Context: an optimization exercise on an open-source flow, tuned for small area, a short achievable clock period and few clock cycles. The choices shown serve that exercise and are no tape-out recipe. RTL that was checked went through simulation tests only; none was proved equivalent to the original. Power is estimated from default activity; no workload was simulated.

// alu_operand_seq
module alu_operand_seq
#(
    parameter int ALU_LAT = 1,
    parameter int NUM_OPS = alu_operand_seq_pkg::NUM_OPS_DEF
) (
    input  logic                 clk,
    input  logic                 rst,
    input  logic                 CMD_VALID,
    output logic                 CMD_READY,
    input  logic [alu_operand_seq_pkg::OP_W-1:0]      CMD_OP,
    input  logic [alu_operand_seq_pkg::REG_IDX_W-1:0] CMD_RS,
    input  logic [alu_operand_seq_pkg::REG_IDX_W-1:0] CMD_RT,
    input  logic [alu_operand_seq_pkg::REG_IDX_W-1:0] CMD_RD,
    input  logic                 CMD_USE_IMM,
    input  logic [alu_operand_seq_pkg::IMM_W-1:0]     CMD_IMM,
    output logic [alu_operand_seq_pkg::DATA_W-1:0]    ALU_A,
    output logic [alu_operand_seq_pkg::DATA_W-1:0]    ALU_B,
    output logic [alu_operand_seq_pkg::OP_W-1:0]      ALU_OP,
    input  logic [alu_operand_seq_pkg::DATA_W-1:0]    ALU_OUT,
    output logic                 DONE,
    output logic [alu_operand_seq_pkg::DATA_W-1:0]    RESULT,
    output logic                 ERR,
    input  logic [alu_operand_seq_pkg::REG_IDX_W-1:0] DBG_ADDR,
    output logic [alu_operand_seq_pkg::DATA_W-1:0]    DBG_DATA
);
For scale: ~2900 cells after synthesis, roughly 1100 flip-flops, roughly 210 I/O pins.
export LEC_CHECK = 0
export CAP_MARGIN = 20
export CORE_MARGIN = 2
export CORE_UTILIZATION = 62
export CTS_BUF_LIST = sky130_fd_sc_hd__clkbuf_8
export CTS_CLUSTER_DIAMETER = 60
export CTS_CLUSTER_SIZE = 16
export SETUP_SLACK_MARGIN = 2.5
export SLEW_MARGIN = 20
export SYNTH_HIERARCHICAL = 1
create_clock -name core_clock -period 6.0 [get_ports {clk}]
standard.sh (not shown) runs the stock make flow with config.mk's settings and CLKGATE_MAP_FILE= SYNTH_SCRIPT=/design/flow/synth_recipe.tcl, a recipe that flattens the netlist after the stock synthesis.
==> flow/flow/run.sh <==
#!/bin/bash
# The standard layout (the standard.sh: standard synthesis, then ORFS to
# finish) with these changes:
#  - ports are buffered with buf_2 instead of the delay-buffer cell that
#    buffer_ports picks by default;
#  - repair may resize cells to other footprints (MATCH_CELL_FOOTPRINT=0);
#  - clock tree synthesis inserts no dummy loads (the same arguments as
#    ORFS builds from config.mk, plus -dont_use_dummy_load).
# The full make output goes to flow_make.log in the work folder; ORFS keeps
# each step's log under orfs/logs/.
set -euo pipefail
bash standard.sh MATCH_CELL_FOOTPRINT=0 \
    "CTS_ARGS=-sink_clustering_enable -repair_clock_nets -sink_clustering_size 16 -sink_clustering_max_diameter 60 -buf_list sky130_fd_sc_hd__clkbuf_8 -dont_use_dummy_load" \
    "BUFFER_PORTS_ARGS=-buffer_cell sky130_fd_sc_hd__buf_2" \
    finish > flow_make.log 2>&1
The starting point finished clean.
Testbench counts at the start, summed over its fixed seeds: cycles 12,016.
Change:
- SETUP_SLACK_MARGIN: 2.5 -> 3.0
What happened: Via count barely changes; power is about the same; utilization goes up by 1.4 points.

* * *

alu_operand_seq, a different RTL version from the one above (not shown whole).
Size in the first run: ~4100 cells after synthesis, roughly 210 I/O pins, roughly 48000 sq um of cells after synthesis.
export LEC_CHECK = 0
export CAP_MARGIN = 20
export CORE_MARGIN = 2
export CORE_UTILIZATION = 62
export CTS_BUF_LIST = sky130_fd_sc_hd__clkbuf_8
export CTS_CLUSTER_DIAMETER = 60
export CTS_CLUSTER_SIZE = 16
export SETUP_SLACK_MARGIN = 2.5
export SLEW_MARGIN = 20
export SYNTH_HIERARCHICAL = 1
create_clock -name core_clock -period 6.0 [get_ports {clk}]
==> flow/flow/run.sh <==
#!/bin/bash
# The standard layout (the standard.sh: standard synthesis, then ORFS to
# finish) with these changes:
#  - ports are buffered with buf_1 instead of the delay-buffer cell that
#    buffer_ports picks by default;
#  - repair may resize cells to other footprints (MATCH_CELL_FOOTPRINT=0);
#  - clock tree synthesis inserts no dummy loads (the same arguments as
#    ORFS builds from config.mk, plus -dont_use_dummy_load).
# The full make output goes to flow_make.log in the work folder; ORFS keeps
# each step's log under orfs/logs/.
set -euo pipefail
bash standard.sh MATCH_CELL_FOOTPRINT=0 \
    "CTS_ARGS=-sink_clustering_enable -repair_clock_nets -sink_clustering_size 16 -sink_clustering_max_diameter 60 -buf_list sky130_fd_sc_hd__clkbuf_8 -dont_use_dummy_load" \
    "BUFFER_PORTS_ARGS=-buffer_cell sky130_fd_sc_hd__buf_1" \
    finish > flow_make.log 2>&1
Then changed:
--- a/flow/flow/run.sh
+++ b/flow/flow/run.sh
@@ -3,3 +3,3 @@
 # finish) with these changes:
-#  - ports are buffered with buf_1 instead of the delay-buffer cell that
+#  - ports are buffered with buf_2 instead of the delay-buffer cell that
 #    buffer_ports picks by default;
@@ -13,3 +13,3 @@
     "CTS_ARGS=-sink_clustering_enable -repair_clock_nets -sink_clustering_size 16 -sink_clustering_max_diameter 60 -buf_list sky130_fd_sc_hd__clkbuf_8 -dont_use_dummy_load" \
-    "BUFFER_PORTS_ARGS=-buffer_cell sky130_fd_sc_hd__buf_1" \
+    "BUFFER_PORTS_ARGS=-buffer_cell sky130_fd_sc_hd__buf_2" \
     finish > flow_make.log 2>&1
--- a/flow/config.mk
+++ b/flow/config.mk
@@ -13,3 +13,3 @@
 export CTS_CLUSTER_SIZE = 16
-export SETUP_SLACK_MARGIN = 2.5
+export SETUP_SLACK_MARGIN = 2.0
 export SLEW_MARGIN = 20
The changed run completed without violations. Final cell count drops by 0.41%. Global-route usage drops by 0.14 points. Register-to-register slack gains 0.03 ns. Worst hold slack gains 0.015 ns. Design area is about the same. Non-clock buffer count drops by 21. Utilization barely changes.
Function was not checked in any run of this note: the RTL went through the layout flow alone.

[what the ideal ports hide]
In the flow no input, the clock included, has a driving cell. The finished layouts below were timed again as built, in two steps. Step 1, drivers: a clkbuf_16 drives clk and a buf_2 each remaining input, both assumed. Step 2 also shifts input and output timing later by t, the mid clock arrival at the registers, as if the neighbouring blocks saw the same clock. Slacks: no drivers / after step 1 / after step 2; pairs: no drivers / after step 1.
| run | shift t [ns] | setup slack, ns | worst data-port slew with drivers (ns) |
|---|---|---|---|
| the first run of note 1 | 0.788 | 1.864 / 1.580 / 1.580 | 0.39 |
| the second run of note 1 | 0.789 | 1.801 / 1.495 / 1.495 | 0.36 |
| the first run of note 2 | 0.820 | 1.706 / 1.649 / 1.649 | 0.14 |
| the second run of note 2 | 0.807 | 1.744 / 1.505 / 1.505 | 0.32 |
After both steps every run listed still meets setup and hold. The setup slack of the second run of note 1, which loses most, moves by -0.306 ns with the drivers and by -0.306 ns with both steps.
